Context: an optimization exercise on an open-source flow, tuned for a short achievable clock period and few clock cycles. The choices shown serve that exercise and are no tape-out recipe. Only simulation tests tie the RTL to the original design; equivalence was not proved. Power figures rest on the tool's default switching activity, not on a simulated workload.

==> design/flow/design.v <==
module axi_write_responder #(
    parameter int DATA_WIDTH = 32,
    parameter int MEM_DEPTH  = 64
) (
    input  logic                         ACLK,
    input  logic                         RESETn,
    input  logic [3:0]                   AWID,
    input  logic [31:0]                  AWADDR,
    input  logic [3:0]                   AWLEN,
    input  logic [2:0]                   AWSIZE,
    input  logic [1:0]                   AWBURST,
    input  logic                         AWVALID,
    output logic                         AWREADY,
    input  logic [3:0]                   WID,
    input  logic [DATA_WIDTH-1:0]        WDATA,
    input  logic [DATA_WIDTH/8-1:0]      WSTRB,
    input  logic                         WLAST,
    input  logic                         WVALID,
    output logic                         WREADY,
    output logic [3:0]                   BID,
    output logic [1:0]                   BRESP,
    output logic                         BVALID,
    input  logic                         BREADY,
    input  logic [$clog2(MEM_DEPTH)-1:0] dbg_addr,
    output logic [DATA_WIDTH-1:0]        dbg_rdata
);
    localparam int IDX_W = $clog2(MEM_DEPTH);
    localparam int NB    = DATA_WIDTH / 8;
    localparam logic [1:0] BURST_FIXED = 2'b00;
    localparam logic [1:0] BURST_INCR  = 2'b01;
    localparam logic [1:0] BURST_WRAP  = 2'b10;
    localparam logic [1:0] BURST_RSVD  = 2'b11;
    localparam logic [1:0] RESP_OKAY   = 2'b00;
    localparam logic [1:0] RESP_SLVERR = 2'b10;
    logic       aw_bad;
    logic [7:0] aw_step;
    logic [7:0] aw_mask;
    always_comb begin
        aw_bad = (AWSIZE > 3'd2) || (AWBURST == BURST_RSVD)
              || ((AWBURST == BURST_WRAP) && !((AWLEN == 4'd1) || (AWLEN == 4'd3) || (AWLEN == 4'd7) || (AWLEN == 4'd15)));
        aw_step = (AWBURST == BURST_FIXED) ? 8'd0 : (8'd1 << AWSIZE[1:0]);
        aw_mask = (AWBURST == BURST_WRAP) ? 8'((({4'd0, AWLEN} + 8'd1) << AWSIZE[1:0]) - 8'd1) : 8'hFF;
    end
    logic       cur_v;
    logic [3:0] cur_id;
    logic [7:0] cur_addr;
    logic [7:0] cur_step;
    logic [7:0] cur_mask;
    logic       cur_bad;
    logic [3:0] cur_rem;      
    logic       cur_over;     
    logic       cur_err;
    logic       nxt_v;
    logic [3:0] nxt_id;
    logic [7:0] nxt_addr;
    logic [7:0] nxt_step;
    logic [7:0] nxt_mask;
    logic       nxt_bad;
    logic [3:0] nxt_len;
    logic       b0_v, b1_v;
    logic [3:0] b0_id, b1_id;
    logic [1:0] b0_resp, b1_resp;
    logic       awready_q;
    logic       wready_q;
    logic [DATA_WIDTH-1:0] mem [MEM_DEPTH];
    logic       aw_fire, w_fire, wl_fire, b_fire;
    logic       beat_err, last_err;
    logic [1:0] resp;
    logic [7:0] addr_adv;
    logic       cur_free;
    assign aw_fire = AWVALID && awready_q;
    assign w_fire  = WVALID && wready_q;
    assign wl_fire = w_fire && WLAST;
    assign b_fire  = b0_v && BREADY;
    always_comb begin
        beat_err = (WID != cur_id) || cur_bad || cur_over;
        last_err = beat_err || (cur_rem != 4'd0);
        resp     = (cur_err || last_err) ? RESP_SLVERR : RESP_OKAY;
        addr_adv = (cur_addr & ~cur_mask) | ((cur_addr + cur_step) & cur_mask);
        cur_free = !cur_v || wl_fire;
    end
    always_ff @(posedge ACLK) begin
        if (w_fire && !beat_err) begin
            for (int b = 0; b < NB; b++) begin
                if (WSTRB[b]) mem[cur_addr[IDX_W+1:2]][8*b +: 8] <= WDATA[8*b +: 8];
            end
        end
    end
    always_ff @(posedge ACLK) begin
        if (cur_free) begin
            if (nxt_v) begin
                cur_id   <= nxt_id;
                cur_addr <= nxt_addr;
                cur_step <= nxt_step;
                cur_mask <= nxt_mask;
                cur_bad  <= nxt_bad;
                cur_rem  <= nxt_len;
            end else begin
                cur_id   <= AWID;
                cur_addr <= AWADDR[7:0];
                cur_step <= aw_step;
                cur_mask <= aw_mask;
                cur_bad  <= aw_bad;
                cur_rem  <= AWLEN;
            end
        end else if (w_fire) begin
            cur_addr <= addr_adv;
            if (cur_rem != 4'd0) cur_rem <= cur_rem - 4'd1;
        end
        if (aw_fire) begin
            nxt_id   <= AWID;
            nxt_addr <= AWADDR[7:0];
            nxt_step <= aw_step;
            nxt_mask <= aw_mask;
            nxt_bad  <= aw_bad;
            nxt_len  <= AWLEN;
        end
    end
    logic cur_v_d, nxt_v_d, b0_v_d, b1_v_d;
    always_comb begin
        if (cur_free) begin
            cur_v_d = nxt_v || aw_fire;
            nxt_v_d = 1'b0;
        end else begin
            cur_v_d = 1'b1;
            nxt_v_d = nxt_v || aw_fire;
        end
        if (!b0_v || b_fire) begin
            b0_v_d = b1_v || wl_fire;
            b1_v_d = 1'b0;
        end else begin
            b0_v_d = 1'b1;
            b1_v_d = b1_v || wl_fire;
        end
    end
    always_ff @(posedge ACLK or negedge RESETn) begin
        if (!RESETn) begin
            cur_v     <= 1'b0;
            nxt_v     <= 1'b0;
            b0_v      <= 1'b0;
            b1_v      <= 1'b0;
            cur_over  <= 1'b0;
            cur_err   <= 1'b0;
            awready_q <= 1'b0;
            wready_q  <= 1'b0;
        end else begin
            cur_v     <= cur_v_d;
            nxt_v     <= nxt_v_d;
            b0_v      <= b0_v_d;
            b1_v      <= b1_v_d;
            awready_q <= !nxt_v_d;
            wready_q  <= cur_v_d && !b1_v_d;
            if (cur_free) begin
                cur_over <= 1'b0;
                cur_err  <= 1'b0;
            end else if (w_fire) begin
                cur_over <= cur_over || (cur_rem == 4'd0);
                cur_err  <= cur_err || beat_err;
            end
        end
    end
    always_ff @(posedge ACLK) begin
        if (!b0_v || b_fire) begin
            if (b1_v) begin
                b0_id   <= b1_id;
                b0_resp <= b1_resp;
            end else begin
                b0_id   <= cur_id;
                b0_resp <= resp;
            end
        end
        if (wl_fire) begin
            b1_id   <= cur_id;
            b1_resp <= resp;
        end
    end
    assign AWREADY   = awready_q;
    assign WREADY    = wready_q;
    assign BVALID    = b0_v;
    assign BID       = b0_id;
    assign BRESP     = b0_resp;
    assign dbg_rdata = mem[dbg_addr];
endmodule
==> design/flow/run.sh <==
#!/bin/bash
# synth_recipe.tcl (not shown) runs the flow's synth.tcl, then flattens the netlist and writes it again
# the make line also repeats each setting of config.mk as NAME=value (left out here)
make -C /OpenROAD-flow-scripts/flow DESIGN_CONFIG=/design/flow/config.mk WORK_HOME=/design/flow/orfs CLKGATE_MAP_FILE= SYNTH_SCRIPT=/design/flow/synth_recipe.tcl finish
==> design/flow/config.mk <==
export PLATFORM = sky130hd
export DESIGN_NAME = axi_write_responder
export DESIGN_NICKNAME = axi_write_responder
export VERILOG_FILES = /design/flow/design.v
export SDC_FILE = /design/flow/constraint.sdc
export NUM_CORES = 4
export LEC_CHECK = 0
export CAP_MARGIN = 20
export CORE_MARGIN = 2
export CORE_UTILIZATION = 45
export PLACE_DENSITY = 0.6
export SLEW_MARGIN = 20
==> design/flow/constraint.sdc <==
create_clock -name core_clock -period 6.0 [get_ports {ACLK}]
set_input_delay 1.2000 -clock core_clock [delete_from_list [all_inputs] [get_ports {ACLK}]]
set_output_delay 1.2000 -clock core_clock [all_outputs]
set_load 0.01 [all_outputs]
==> impl_metrics.toml, run 1 <==
[drt]
wl_per_cell_um = 32.1
drc = 0
vias = 41140
first_pass_iters = 12
ant_nets = 0
initialDrtViolationCount = 5094
drt_wl_total_mm = 221
viasPerCell = 5.96

[die]
core_mm2 = 0.183
fp-row-count = 157
die_area_mm2 = 0.188
fp.dieH_um = 433
die_x_um = 433
start_util_pct = 45.3
io_pins = 138

[clocking]
clockBufferDepth = 3
cts_hold_buffers = 0
numCtsBuffers = 214
tritoncts = "done"
clkSlewWorstSetupHoldPaths_ps = 60
cts.repair.resized = 0
cts.sink_count = 2124
clk_latency_ps = 850
post_cts_buffers = 0
cts-root-buf = "clkbuf_16"
ctsHtreeMaxLevel = 4

[setup_path]
path_max_fanout = 58
critical_path_class = "input pin to output port"
r2r_cells = 3
r2r-end = "mem[1][28]$_DFFE_PP_"
crit_path_start_kind = "input pin"
cp_data_arrival_time_ps = 4670
required_ps = 4800
reg2reg_slack_ps = 1820
end_kind = "output port"

[timing]
worstMarginPinSlew_ps = 1180
whs_ps = 495
fmax_mhz = 170
tns_ps = 0
setup_viol = 0
slew_viol_final = 0
skew_ps = 26.9
finalCritPeriodShare_pct = 97.9
slew_headroom_pct = 21.2
grt_setup_unrepaired = "no"
finalCriticalPeriod_ps = 5870
finalHoldViolCount = 0

[final_layout]
drive_above_1_share_pct = 25.1
nFillCells = 14586
nets = 4345
area_growth_pct = 14.0

[hold_path]
hold_path_end = "cur_err$_DFFE_PN0P_"
whs_path_depth = 2
min_from = "cur_err$_DFFE_PN0P_"
hp-class = "flip-flop to flip-flop"

[placed_design]
portBuffers = 112
place.gp.congestion = 0.840
dp_hpwl_mm = 140

[synth]
synth_area_leaders = "edfxtp_1 (77%), mux4_2 (15%), nor2_1 (1.4%), a22oi_1 (0.74%), nand2_1 (0.67%)"
async_reset_ff_share_pct = 0.377
synth-edff-count = 2116
synth_top_area_share_pct = 76.6
synth_top_cell_by_area = "edfxtp_1"
synth_flop_cell = "edfxtp_1"
ys_seq_area_share_pct = 76.9
syn_avg_cell_area_um2 = 21.0
synth_cell_type_count = 56
yosysWarnings = 1
netlist_area_mm2 = 0.0829
syn-instance-count = 3951
ys_ff_latch = 2124
synth_nets = 4057

[global_routing]
grt_antenna_before_repair = 17
grt_usage_pct = 23.7
grt_max_degree = 65
grt_pass1_wl_mm = 310
grt_pass1_vias = 40770
grt-ovfl-total = 0

[power_and_ir_drop]
max-vdd-ir-drop_uv = 331
power.leakage_nw = 29.2
p_per_area_mw_per_mm2 = 339

[run_status]
status = "finished clean"

[flow_run]
drv_cap = 0
[cells in the final DEF (no fill, tap or decap), types with 20 or more instances in the layout]
cell	n
a21oi_1	38
mux2i_1	41
nand3_1	20
nor3_1	36
a22oi_1	82
buf_4	171
o22ai_1	60
a211oi_1	41
clkinv_2	32
mux2_2	36
nand2_1	144
clkinv_1	67
o21ai_0	62
buf_2	24
mux4_2	540
nor2b_1	45
diode_2	21
edfxtp_1	2116
nor2_1	303
buf_12	34
clkdlybuf4s50_1	74
clkbuf_1	45
clkbuf_16	217
[through the flow]
step	power (mW)	util [%]	instances	worst slack [ps]	cell area (um2)
floorplan	18.2	-	3951	1710	82900
global placement	19.5	47.9	6486	89.3	87800
detailed placement	19.5	48.0	6487	64.3	87800
CTS	32.1	51.6	6880	45.1	94400
global route	32.8	51.6	6880	91.3	94500
finish	32.0	51.6	6901	128	94500
[Yosys cell counts (9+ instances only)]
cell type / number
a211oi_1: 42
a21oi_1: 38
a22oi_1: 82
buf_1: 15
buf_2: 45
buf_4: 38
clkbuf_1: 130
edfxtp_1: 2116
inv_1: 17
mux2_2: 36
mux2i_1: 41
mux4_2: 540
nand2_1: 148
nand3_1: 20
nor2_1: 304
nor2b_1: 48
nor3_1: 37
o21a_1: 9
o21ai_0: 62
o22ai_1: 60
[worst max-delay path: stages]
cell and delay (ps):
buf_8 390, buf_12 300, nor2b_4 190, buf_4 410, a22oi_1 250, nand2_1 190
o21ai_0 100, o22ai_1 620, buf_4 260, clkdlybuf4s50_1 540
[cells by family after synthesis]
logic type      count (synthesis)  share of synthesized area [%]
other cells                     1                        0.00452
buf+inv                       251                           1.42
mux                           617                           15.6
flops                        2124                           76.9
xor+xnor                       16                          0.169
compound gates                330                           2.63
simple gates                  603                           3.13
fa+ha+maj                       9                          0.145
[flip-flops by register name, indices dropped and copies added, names as in the netlist, 4 cells and up, named ones only]
name / cells
nxt_step: 4
nxt_addr: 8
cur_rem: 4
nxt_id: 4
cur_id: 4
cur_mask: 8
b0_id: 4
mem: 2048
nxt_len: 4
nxt_mask: 8
cur_step: 4
b1_id: 4
[area by class of cell]
| cell class | instances | area (um2) | area share (%) |
|---|---|---|---|
| Antenna cell | 21 | 52.6 | 0.0556 |
| Clock buffer | 262 | 5600 | 5.92 |
| Clock inverter | 131 | 1040 | 1.10 |
| Inverter | 17 | 63.8 | 0.0675 |
| Multi-Input combinational cell | 1576 | 18100 | 19.1 |
| Sequential cell | 2124 | 63700 | 67.4 |
| Tap cell | 2464 | 3080 | 3.26 |
| Timing Repair Buffer | 306 | 2870 | 3.04 |
[worst max-delay path by stage]
stage / startpoint / endpoint
floorplan: dbg_addr[0] / dbg_rdata[20]
global placement: dbg_addr[2] / dbg_rdata[13]
detailed placement: dbg_addr[2] / dbg_rdata[13]
CTS: dbg_addr[2] / dbg_rdata[13]
global route: dbg_addr[2] / dbg_rdata[13]
finish: dbg_addr[2] / dbg_rdata[13]
[where the power goes]
group	internal (mW)	leakage (nW)	switching (mW)
logic	0.899	6.87	1.64
clock network	7.13	3.23	5.63
registers	16.5	19.1	0.162
[metal layers]
metal	track usage (%)	vias up	routed length, um
met2	38.2	1805	108000
met1	31.9	21916	86900
met4	7.82	12	7580
met3	5.49	385	18800
met5	0	-	243
li1	-	17022	-
Testbench counts, summed over its fixed seeds: cycles 8,915.
==> run 2: changes to the inputs <==
--- a/design/flow/design.v
+++ b/design/flow/design.v
@@ -179,5 +179,20 @@
     assign BVALID    = b0_v;
     assign BID       = b0_id;
     assign BRESP     = b0_resp;
-    assign dbg_rdata = mem[dbg_addr];
+    logic [7:0]            dlo, dhi;
+    logic [DATA_WIDTH-1:0] grp [8];
+    logic [DATA_WIDTH-1:0] rd;
+    always_comb begin
+        for (int i = 0; i < 8; i++) begin
+            dlo[i] = (dbg_addr[2:0] == 3'(i));
+            dhi[i] = (dbg_addr[5:3] == 3'(i));
+        end
+        rd = '0;
+        for (int j = 0; j < 8; j++) begin
+            grp[j] = '0;
+            for (int i = 0; i < 8; i++) grp[j] = grp[j] | (mem[8*j+i] & {DATA_WIDTH{dlo[i]}});
+            rd = rd | (grp[j] & {DATA_WIDTH{dhi[j]}});
+        end
+    end
+    assign dbg_rdata = rd;
 endmodule
--- a/design/flow/config.mk
+++ b/design/flow/config.mk
@@ -9,4 +9,5 @@
 export CORE_MARGIN = 2
 export CORE_UTILIZATION = 45
 export PLACE_DENSITY = 0.6
+export SETUP_SLACK_MARGIN = 2.5
 export SLEW_MARGIN = 20
==> run 2 against run 1 <==
  * Still clean
  * Die area up 1.1%
  * Critical path depth unchanged
  * Synthesized area increased by 1.1%
  * Utilization grew 3.4 points
  * Combinational power grew 33%
==> impl_metrics.toml, run 2 <==
[run_status]
status = "finished clean"

[timing]
worstMarginPinSlew_ps = 1150
finalCriticalPeriod_ps = 4720
tns_ps = 0
finalCritPeriodShare_pct = 78.7
slew_headroom_pct = 23.6
slew_viol_final = 0
skew_ps = 21.6
layout_setup_ws_ps = 1280
finalHoldViolCount = 0
grt_setup_unrepaired = "yes"
fmax_mhz = 212
setup_viol = 0

[clocking]
clockBufferDepth = 3
numCtsBuffers = 214
cts-root-buf = "clkbuf_16"
cts.sink_count = 2124
tritoncts = "done"
cts_hold_buffers = 0
clkSlewWorstSetupHoldPaths_ps = 60
clk_latency_ps = 870
ctsHtreeMaxLevel = 4

[synth]
synth_nets = 4926
syn_avg_cell_area_um2 = 17.4
async_reset_ff_share_pct = 0.377
synth_area_leaders = "edfxtp_1 (76%), mux4_2 (3.7%), mux2i_1 (3.2%), mux2_2 (2.4%), a221oi_1 (2.2%)"
synth_cell_type_count = 79
ys_seq_area_share_pct = 76.0
synth.most_common_cell = "edfxtp_1"
synthMuxAreaShare_pct = 9.41
syn-instance-count = 4820
synthTopCellsByCount = "edfxtp_1 (2,116), nor2_1 (389), mux2i_1 (268)"
netlist_area_mm2 = 0.0839
synth-edff-count = 2116
synth_flop_cell = "edfxtp_1"
synth_top_cell_by_area = "edfxtp_1"
synth_compound_area_share_pct = 8.39
synth_adder_area_share_pct = 0.143
synth_top_family_by_area = "multiplexers"
yosysWarnings = 2
synth-xor-area-share_pct = 0.177
ys_ff_latch = 2124
synth_top_area_share_pct = 75.7
synth-simple-area-share_pct = 3.76

[die]
core_mm2 = 0.185
io_pins = 138
fp.dieH_um = 436
fp-row-count = 158
start_util_pct = 45.3
die_x_um = 436
die_area_mm2 = 0.190

[setup_path]
end_kind = "output port"
crit_path_start_kind = "input pin"
cp_data_arrival_time_ps = 3520
required_ps = 4800
r2r_cells = 3
critical_path_class = "input pin to output port"
path_max_fanout = 7
reg2reg_slack_ps = 2480
r2r-end = "mem[34][14]$_DFFE_PP_"

[placed_design]
place_area_mm2 = 0.0896
dp_hpwl_mm = 164
place.gp.congestion = 0.863
dp.cells = 7379
dp_slack_ps = 283
portBuffers = 112

[drt]
drc = 0
viasPerCell = 6.37
ant_nets = 0
drt_wl_total_mm = 284
vias = 51069
initialDrtViolationCount = 7562
wl_per_cell_um = 35.4
first_pass_iters = 10

[power_and_ir_drop]
max-vdd-ir-drop_uv = 254
seqPwrFrac_pct = 51.1
power_frac_comb_pct = 10.3
power.leakage_nw = 33.1
switchingPower_mw = 7.93
p_int_mw = 24.7
clockPowerShare_pct = 38.6
p_per_area_mw_per_mm2 = 320
swShare_pct = 24.3
finalPower_mw = 32.7

[global_routing]
grt-ovfl-total = 0
grt_pass1_wl_mm = 388
grt_pass1_vias = 48680
grt_antenna_before_repair = 4
grt_max_degree = 65
grt_usage_pct = 29.2

[hold_path]
min_from = "cur_err$_DFFE_PN0P_"
whs_path_depth = 2
hp-class = "flip-flop to flip-flop"
hold_path_end = "cur_err$_DFFE_PN0P_"

[final_layout]
final_common_cell = "edfxtp_1"
area_growth_pct = 21.5
nets = 5461
stdcell_count = 8014
regArea_mm2 = 0.0637
drive_above_1_share_pct = 31.2
design_area_mm2 = 0.102
final_cell_mix = "edfxtp_1 (2,116), buf_4 (356), mux2i_1 (243)"
multi_input_area_mm2 = 0.0210
largest_register_ffs = 2048
nFillCells = 14433

[flow_run]
drv_cap = 0
run 2: cell types whose count changed after synthesis, moves of 33 or more:
| cell | before | now |
|---|---|---|
| mux2_2 | 36 | 180 |
| nand2_1 | 148 | 205 |
| mux4_2 | 540 | 137 |
| o21ai_0 | 62 | 157 |
| a22oi_1 | 82 | 135 |
| buf_2 | 45 | 124 |
| a221o_1 | 5 | 38 |
| a21oi_1 | 38 | 166 |
| mux2i_1 | 41 | 268 |
| nor2b_1 | 48 | 10 |
| nor2_1 | 304 | 389 |
| a221oi_1 | 0 | 206 |
run 2: metal layers:
layer	share of wire (%)	track usage, %
met2	45	44.4
met5	0.073	0.580
met3	11	7.72
met1	37	38.6
met4	6.2	15.4
run 2: cell type report:
cell class                      count  area share, %
Clock buffer                      273           5.55
Timing Repair inverter              1        0.00859
Antenna cell                        4        0.00982
Tap cell                         2480           3.04
Clock inverter                    118          0.774
Timing Repair Buffer              650           7.44
Multi-Input combinational cell   2346           20.6
Inverter                           18         0.0945
Sequential cell                  2124           62.5
run 2: kinds of logic after synthesis:
group	Yosys count
buffers and inverters	352
other	1
XOR/XNOR	17
multiplexers	591
flip-flops	2124
AND/OR/NAND/NOR	737
adder cells (fa/ha/maj)	9
AO/OA/AOI/OAI	989
run 2: how the worst max path moves through the flow:
stage	slack, ps	endpoint	startpoint
finish	1280	dbg_rdata[12]	dbg_addr[1]
global route	1270	dbg_rdata[19]	dbg_addr[2]
CTS	1260	dbg_rdata[14]	dbg_addr[1]
detailed placement	280	dbg_rdata[25]	dbg_addr[1]
global placement	280	dbg_rdata[25]	dbg_addr[1]
floorplan	1920	dbg_rdata[29]	dbg_addr[1]
run 2: critical path: stages:
cell and delay (ps):
buf_16 160, buf_16 180, buf_12 130, buf_12 130, mux4_2 540, a221oi_2 270
nor2_2 90, a211oi_2 260, nand4_1 280, buf_2 230
run 2: what timing repair did:
action                     4_1_cts  5_1_grt
resized for setup              545      322
buffers inserted               142       54
gates cloned                    36        8
pin swaps                      113      107
setup endpoints to repair      638     1435
run 2: through the flow:
step	util, %	hold slack (ps)
after CTS	54.0	495
after floorplan	-	455
after global placement	48.3	475
after detailed placement	48.3	484
after global routing	55.0	523
final	55.0	492
run 2: power by group through the flow:
| stage | Combinational (mW) | Sequential [mW] | Clock (mW) |
|---|---|---|---|
| 2_1_floorplan | 1.48 | 16.9 | 0 |
| 3_3_place_gp | 2.74 | 17.0 | 0 |
| 3_5_place_dp | 2.77 | 17.0 | 0 |
| 4_1_cts | 3.14 | 16.7 | 12.7 |
| 5_1_grt | 3.47 | 16.7 | 13.2 |
| 6_report | 3.37 | 16.7 | 12.6 |
Testbench counts of run 2, summed over its fixed seeds: cycles 8,915.

## afterwards: timing with drivers on the ports
No port has a modelled driver above. Below, the same layouts with a new extraction and two added sets of constraints. Step 1 (the two cells are an assumption about what drives the block):
set clk [get_ports {ACLK}]
set_driving_cell -lib_cell sky130_fd_sc_hd__clkbuf_16 $clk
set_driving_cell -lib_cell sky130_fd_sc_hd__buf_2 [delete_from_list [all_inputs] $clk]
Step 2, shift: input delay + t, output delay - t, t = (earliest + latest rising clock arrival at the registers) / 2. This alone moves slack from input paths to output paths. Slacks: ideal ports / drivers / drivers and shift; pairs: ideal ports / drivers.
run | t (ns) | setup slack, ns | hold slack, ns | latest minus earliest clock arrival (ns) | worst slew at a driven data input, ns
run 1 | 0.926 | 0.128 / 0.061 / 0.061 | 0.495 / 0.495 / 0.495 | 0.038 / 0.038 | 0.18
run 2 | 0.939 | 1.277 / 0.807 / 0.807 | 0.492 / 0.492 / 0.492 | 0.038 / 0.038 | 0.59
After both steps setup and hold are still met in every run listed. The setup slack of run 2, which loses most, moves by -0.470 ns with the drivers and by -0.470 ns with both steps.
